Background: an optimization exercise with open tools, aiming at small area, a short achievable clock period and few clock cycles per item. Do not read the settings as production practice. RTL that was checked went through simulation tests only; none was proved equivalent to the original. Power figures rest on the tool's default switching activity, not on a simulated workload.

## color_key_corner_search
module color_key_corner_search #(
	parameter int unsigned FRAME_WIDTH  = 640,
	parameter int unsigned FRAME_HEIGHT = 480,
	parameter int unsigned RADIUS       = 25
) (
	input  wire logic                                clk,
	input  wire logic                                arst_n,
	input  wire logic                                s_axis_tvalid,
	output logic                                     s_axis_tready,
	input  wire logic [ckcs_pkg::IN_TDATA_W-1:0]     s_axis_tdata,
	input  wire logic                                s_axis_tlast,
	output logic                                     m_axis_tvalid,
	input  wire logic                                m_axis_tready,
	output logic [ckcs_pkg::OUT_TDATA_W-1:0]         m_axis_tdata,
	input  wire logic                                cfg_wen,
	input  wire logic [ckcs_pkg::CFG_IDX_W-1:0]      cfg_addr,
	input  wire logic [ckcs_pkg::CFG_DAT_W-1:0]      cfg_wdata
);
	localparam logic [10:0] RAD = 11'(RADIUS);
	logic        cw_q;          
	logic [2:0]  cw_addr_q;
	logic [9:0]  cw_data_q;
	logic [10:0] w_c, w_hi;
	logic [9:0]  w_lo;
	always_comb begin
		w_c  = cw_addr_q[0] ? 11'(cw_data_q[8:0]) : 11'(cw_data_q);
		w_lo = 10'((w_c > RAD) ? ((w_c - RAD) >> 1) : 11'd0);
		if (cw_addr_q[0]) begin
			w_hi = (w_c + RAD <= 11'(FRAME_HEIGHT)) ? (w_c + RAD - 11'd1) : 11'(FRAME_HEIGHT - 1);
		end else begin
			w_hi = (w_c + RAD <= 11'(FRAME_WIDTH)) ? (w_c + RAD - 11'd1) : 11'(FRAME_WIDTH - 1);
		end
	end
	always_ff @(posedge clk) begin
		cw_addr_q <= cfg_addr;
		cw_data_q <= cfg_wdata[9:0];
	end
	logic [8:0]  l_sxh, r_sxh;      
	logic [9:0]  l_exm1, r_exm1;    
	logic [7:0]  l_syh, r_syh;      
	logic [8:0]  l_eym1, r_eym1;    
	logic [23:0] l_nkey, r_nkey;    
  ...
Settings: LEC_CHECK=0, CAP_MARGIN=20, CORE_MARGIN=2, CORE_UTILIZATION=40, SETUP_SLACK_MARGIN=4.4, SLEW_MARGIN=20; clock period 7.5 ns.
standard.sh (not shown) runs the stock make flow with config.mk's settings and CLKGATE_MAP_FILE= SYNTH_SCRIPT=/design/flow/synth_recipe.tcl, a recipe that flattens the netlist after the stock synthesis.
==> flow/flow/run.sh <==
#!/bin/bash
# Standard layout, with the port buffers made from buf_1 cells.
cp standard.sh standard_sh.txt
export BUFFER_PORTS_ARGS="-buffer_cell sky130_fd_sc_hd__buf_1"
bash standard.sh > standard.log 2>&1
Change:
--- a/flow/config.mk
+++ b/flow/config.mk
@@ -11 +11 @@
-export SETUP_SLACK_MARGIN = 4.4
+export SETUP_SLACK_MARGIN = 4.0
Result:
- The changed run completed without violations
- global-route usage goes down by 0.77 points
- power went down by 6.6%
- cell count is lower by 1.1%
- first-iteration DRC count drops by 9.9%
- setup slack is worse by 55 ps
Function was not checked in any run of this note: the RTL went through the layout flow alone.


color_key_corner_search, a different RTL version from the one above (not shown whole).
Size in the first run: about 1800 cells after synthesis, roughly 130 I/O pins.
Settings: LEC_CHECK=0, CAP_MARGIN=20, CORE_MARGIN=2, CORE_UTILIZATION=60, SETUP_SLACK_MARGIN=4.0, SLEW_MARGIN=20; clock period 7.5 ns.
run.sh (not shown) runs the stock make flow with config.mk's settings and CLKGATE_MAP_FILE= SYNTH_SCRIPT=/design/flow/synth_recipe.tcl, a recipe that flattens the netlist after the stock synthesis.
Stock flow here: none of the scripts above is used.
Testbench counts at the start, summed over its fixed seeds: cycles 2,457,648, items 2,457,600.
Then changed:
Settings changed: CORE_UTILIZATION 60 to 40, SETUP_SLACK_MARGIN 4.0 to not set.
After rerunning:
- The changed run went through all stages and came out clean
- synthesized cell count does not change
- non-clock buffer count is lower by 7
- worst setup slack loses 0.83 ns
- final cell count rises by a little under a tenth
- final area went down slightly
- die area grows by well over a third
- power shrinks by a few percent
- area after synthesis stays the same
- worst hold slack stays flat
- clock power falls by a few percent
- sequential power stays flat
Then changed:
==> flow/flow/run.sh (new file) <==
#!/bin/bash
# Standard layout, with the port buffers made from buf_1 cells.
cp standard.sh standard_sh.txt
export BUFFER_PORTS_ARGS="-buffer_cell sky130_fd_sc_hd__buf_1"
bash standard.sh > standard.log 2>&1
==> flow/standard.sh (new file) <==
#!/bin/bash
# synth_recipe.tcl (not shown) runs the flow's synth.tcl, then flattens the netlist and writes it again
# the make line also repeats each setting of config.mk as NAME=value (left out here)
make -C /OpenROAD-flow-scripts/flow DESIGN_CONFIG=/design/flow/config.mk WORK_HOME=/design/flow/orfs CLKGATE_MAP_FILE= SYNTH_SCRIPT=/design/flow/synth_recipe.tcl "${@:-finish}"
Settings changed: SETUP_SLACK_MARGIN set to 4.3.
removed: flow/run.sh
Global-route usage goes up by 0.38 points.
Via count increases by 2.1%.
Worst hold slack gets better by 0.0045 ns.
Wire length came out higher by 2.5%.
Count of clock-buffer cells in the layout fell by 3.
Then changed:
==> flow/run.sh (new file) <==
#!/bin/bash
# synth_recipe.tcl (not shown) runs the flow's synth.tcl, then flattens the netlist and writes it again
# the make line also repeats each setting of config.mk as NAME=value (left out here)
make -C /OpenROAD-flow-scripts/flow DESIGN_CONFIG=/design/flow/config.mk WORK_HOME=/design/flow/orfs CLKGATE_MAP_FILE= SYNTH_SCRIPT=/design/flow/synth_recipe.tcl finish
Settings changed: SETUP_SLACK_MARGIN 4.3 to 4.5.
removed: flow/flow/run.sh
removed: flow/standard.sh
Result: Utilization rose by 3.3 points. Combinational power rose by a little under a tenth. Design area rose by a few percent. Final cell count rose slightly. Via count decreases slightly. Setup slack improved by 0.013 ns. Routed wire length rose slightly.
Then changed:
Settings changed: SETUP_SLACK_MARGIN 4.5 to 4.0.
Via count goes down slightly.
Register-to-register slack degrades by 0.12 ns.
Synthesized cell count stays the same.
Wire length goes down by a few percent.
Hold slack improves by 0.0039 ns.
Clock-buffer cell count goes down by 5.
Non-clock buffer count goes down by 34.
Maximum frequency goes down by a few percent.
Final area goes down by a few percent.
Clock power hardly moves.
Die area stays the same.


Another version of the RTL of color_key_corner_search (not shown whole).
Size: about 1,800 cells after synthesis, ~330 flip-flops.
==> flow/config.mk <==
export PLATFORM = sky130hd
export DESIGN_NAME = color_key_corner_search
export DESIGN_NICKNAME = color_key_corner_search
export VERILOG_FILES = /design/flow/design.v
export SDC_FILE = /design/flow/constraint.sdc
export NUM_CORES = 4
export LEC_CHECK = 0
export CAP_MARGIN = 20
export CORE_MARGIN = 2
export CORE_UTILIZATION = 40
export SETUP_SLACK_MARGIN = 4.6
export SLEW_MARGIN = 20
==> flow/constraint.sdc <==
create_clock -name core_clock -period 7.5 [get_ports {clk}]
set_input_delay 1.5000 -clock core_clock [delete_from_list [all_inputs] [get_ports {clk}]]
set_output_delay 1.5000 -clock core_clock [all_outputs]
set_load 0.01 [all_outputs]
standard.sh (not shown) runs the stock make flow with config.mk's settings and CLKGATE_MAP_FILE= SYNTH_SCRIPT=/design/flow/synth_recipe.tcl, a recipe that flattens the netlist after the stock synthesis.
==> flow/flow/run.sh <==
#!/bin/bash
# Standard layout, with the port buffers made from buf_1 cells.
cp standard.sh standard_sh.txt
export BUFFER_PORTS_ARGS="-buffer_cell sky130_fd_sc_hd__buf_1"
bash standard.sh > standard.log 2>&1
Testbench counts at the start, summed over its fixed seeds: cycles 2,457,656, items 2,457,600.
Edit:
--- a/flow/config.mk
+++ b/flow/config.mk
@@ -11 +11 @@
-export SETUP_SLACK_MARGIN = 4.6
+export SETUP_SLACK_MARGIN = 4.7
Sequential share of layout area is lower by 0.62 points.
Routed wire length is higher by 0.39%.
Worst setup slack is better by 0.023 ns.
First-iteration DRC count is lower by about 8%.
Total power is higher by 0.86%.
Global-route usage hardly moves.
Worst hold slack is worse by 0.012 ns.
Via count stays flat.
Clock power is higher by about 4%.
Core utilization is higher by 0.82 points.
Die area is unchanged.


color_key_corner_search, a different RTL version from the one above (not shown whole).
Size in the first run: roughly 330 flip-flops, roughly 130 I/O pins, roughly 0.019 mm² of cells after synthesis.
clock: 7.5 ns
lec_check: 0
cap_margin: 20
core_margin: 2
core_utilization: 40
setup_slack_margin: 4.8
slew_margin: 20
Scripts as last shown in full above: flow/flow/run.sh
Testbench counts at the start, summed over its fixed seeds: cycles 2,457,656, items 2,457,600.
Rerun with:
Settings changed: SETUP_SLACK_MARGIN 4.8 to 4.7.
What happened: Maximum frequency came out lower by 0.46%; power came out higher by 2.2%; hold slack gains 0.0048 ns.
Rerun with:
Settings changed: SETUP_SLACK_MARGIN 4.7 to 4.6.
After rerunning:
- first-iteration DRC count falls by a few percent
- cell count falls slightly
- cell area falls by a few percent
- total power falls by a few percent
Rerun with:
Settings changed: SETUP_SLACK_MARGIN 4.6 to 4.5.
Result: Die area does not change; via count went down slightly; core utilization fell by 0.27 points; combinational power goes down by a few percent; power fell slightly; cell count came out lower slightly; routed wire length fell slightly; worst setup slack got worse by 0.035 ns; worst hold slack degrades by 0.0049 ns; global-route usage stays flat.


RTL: one of the versions met above, not the one the previous note started from.
Size in the first run: roughly 1800 cells after synthesis, ~130 I/O pins, ~0.018 mm^2 of cells after synthesis.
Settings: LEC_CHECK=0, CAP_MARGIN=20, CORE_MARGIN=2, CORE_UTILIZATION=40, CTS_BUF_LIST=sky130_fd_sc_hd__clkbuf_4 sky130_fd_sc_hd__clkbuf_8, CTS_CLUSTER_SIZE=20, SETUP_SLACK_MARGIN=4.0, SLEW_MARGIN=20; clock period 7.5 ns.
Scripts as last shown in full above: flow/flow/run.sh
The first run went through all stages and came out clean.
Testbench counts at the start, summed over its fixed seeds: cycles 2,457,648, items 2,457,600.
Change:
--- a/flow/config.mk
+++ b/flow/config.mk
@@ -10,4 +10,2 @@
 export CORE_UTILIZATION = 40
-export CTS_BUF_LIST = sky130_fd_sc_hd__clkbuf_4 sky130_fd_sc_hd__clkbuf_8
-export CTS_CLUSTER_SIZE = 20
 export SETUP_SLACK_MARGIN = 4.0
What happened: The new run ran to the end with no violations; fmax falls slightly; total power came out higher slightly; critical path depth is unchanged; wire length goes up slightly.

[port drivers added, routing unchanged]
In the flow no input, the clock included, has a driving cell. The finished layouts below were timed again as built, in two steps.
Step 1: set_driving_cell puts a clkbuf_16 on clk and a buf_2 on each other input, an assumption about the parent block.
Step 2, shift: input delay + t, output delay - t, t = (earliest + latest rising clock arrival at the registers) / 2. This alone moves slack from input paths to output paths.
Slacks: no drivers / after step 1 / after step 2; pairs: no drivers / after step 1.
run | t (ns) | setup slack, ns | hold slack, ns | slew at the worst register clock pin (ns) | worst slew at a driven data input, ns
the first run of note 1 | 0.597 | 4.117 / 4.117 / 3.890 | 0.324 / 0.324 / 0.324 | 0.06 / 0.06 | 0.09
the second run of note 1 | 0.599 | 4.062 / 4.062 / 3.581 | 0.311 / 0.311 / 0.311 | 0.06 / 0.06 | 0.10
the first run of note 2 | 0.560 | 4.049 / 4.049 / 3.547 | 0.324 / 0.324 / 0.324 | 0.06 / 0.06 | 0.05
the second run of note 2 | 0.575 | 3.219 / 3.249 / 2.674 | 0.322 / 0.322 / 0.322 | 0.06 / 0.06 | 0.08
the third run of note 2 | 0.591 | 4.199 / 4.199 / 3.819 | 0.326 / 0.326 / 0.326 | 0.06 / 0.06 | 0.09
the fourth run of note 2 | 0.581 | 4.212 / 4.212 / 3.916 | 0.320 / 0.320 / 0.320 | 0.06 / 0.06 | 0.08
the fifth run of note 2 | 0.578 | 4.062 / 4.086 / 3.511 | 0.324 / 0.324 / 0.324 | 0.06 / 0.06 | 0.07
the first run of note 3 | 0.615 | 4.540 / 4.540 / 4.000 | 0.338 / 0.338 / 0.338 | 0.06 / 0.06 | 0.11
the second run of note 3 | 0.601 | 4.563 / 4.563 / 4.084 | 0.326 / 0.326 / 0.326 | 0.06 / 0.06 | 0.09
the first run of note 4 | 0.602 | 4.592 / 4.592 / 4.075 | 0.328 / 0.328 / 0.328 | 0.06 / 0.06 | 0.10
the second run of note 4 | 0.617 | 4.579 / 4.579 / 4.088 | 0.333 / 0.333 / 0.333 | 0.06 / 0.06 | 0.11
the third run of note 4 | 0.597 | 4.589 / 4.589 / 4.026 | 0.330 / 0.330 / 0.330 | 0.06 / 0.06 | 0.10
the fourth run of note 4 | 0.621 | 4.555 / 4.555 / 3.961 | 0.325 / 0.325 / 0.325 | 0.06 / 0.06 | 0.10
the first run of note 5 | 0.667 | 4.109 / 4.116 / 3.449 | 0.322 / 0.322 / 0.322 | 0.07 / 0.07 | 0.09
the second run of note 5 | 0.587 | 4.073 / 4.093 / 3.506 | 0.316 / 0.316 / 0.316 | 0.06 / 0.06 | 0.09
After both steps setup and hold are still met in every run listed. The setup slack of the first run of note 5, which loses most, moves by +0.007 ns with the drivers and by -0.660 ns with both steps.
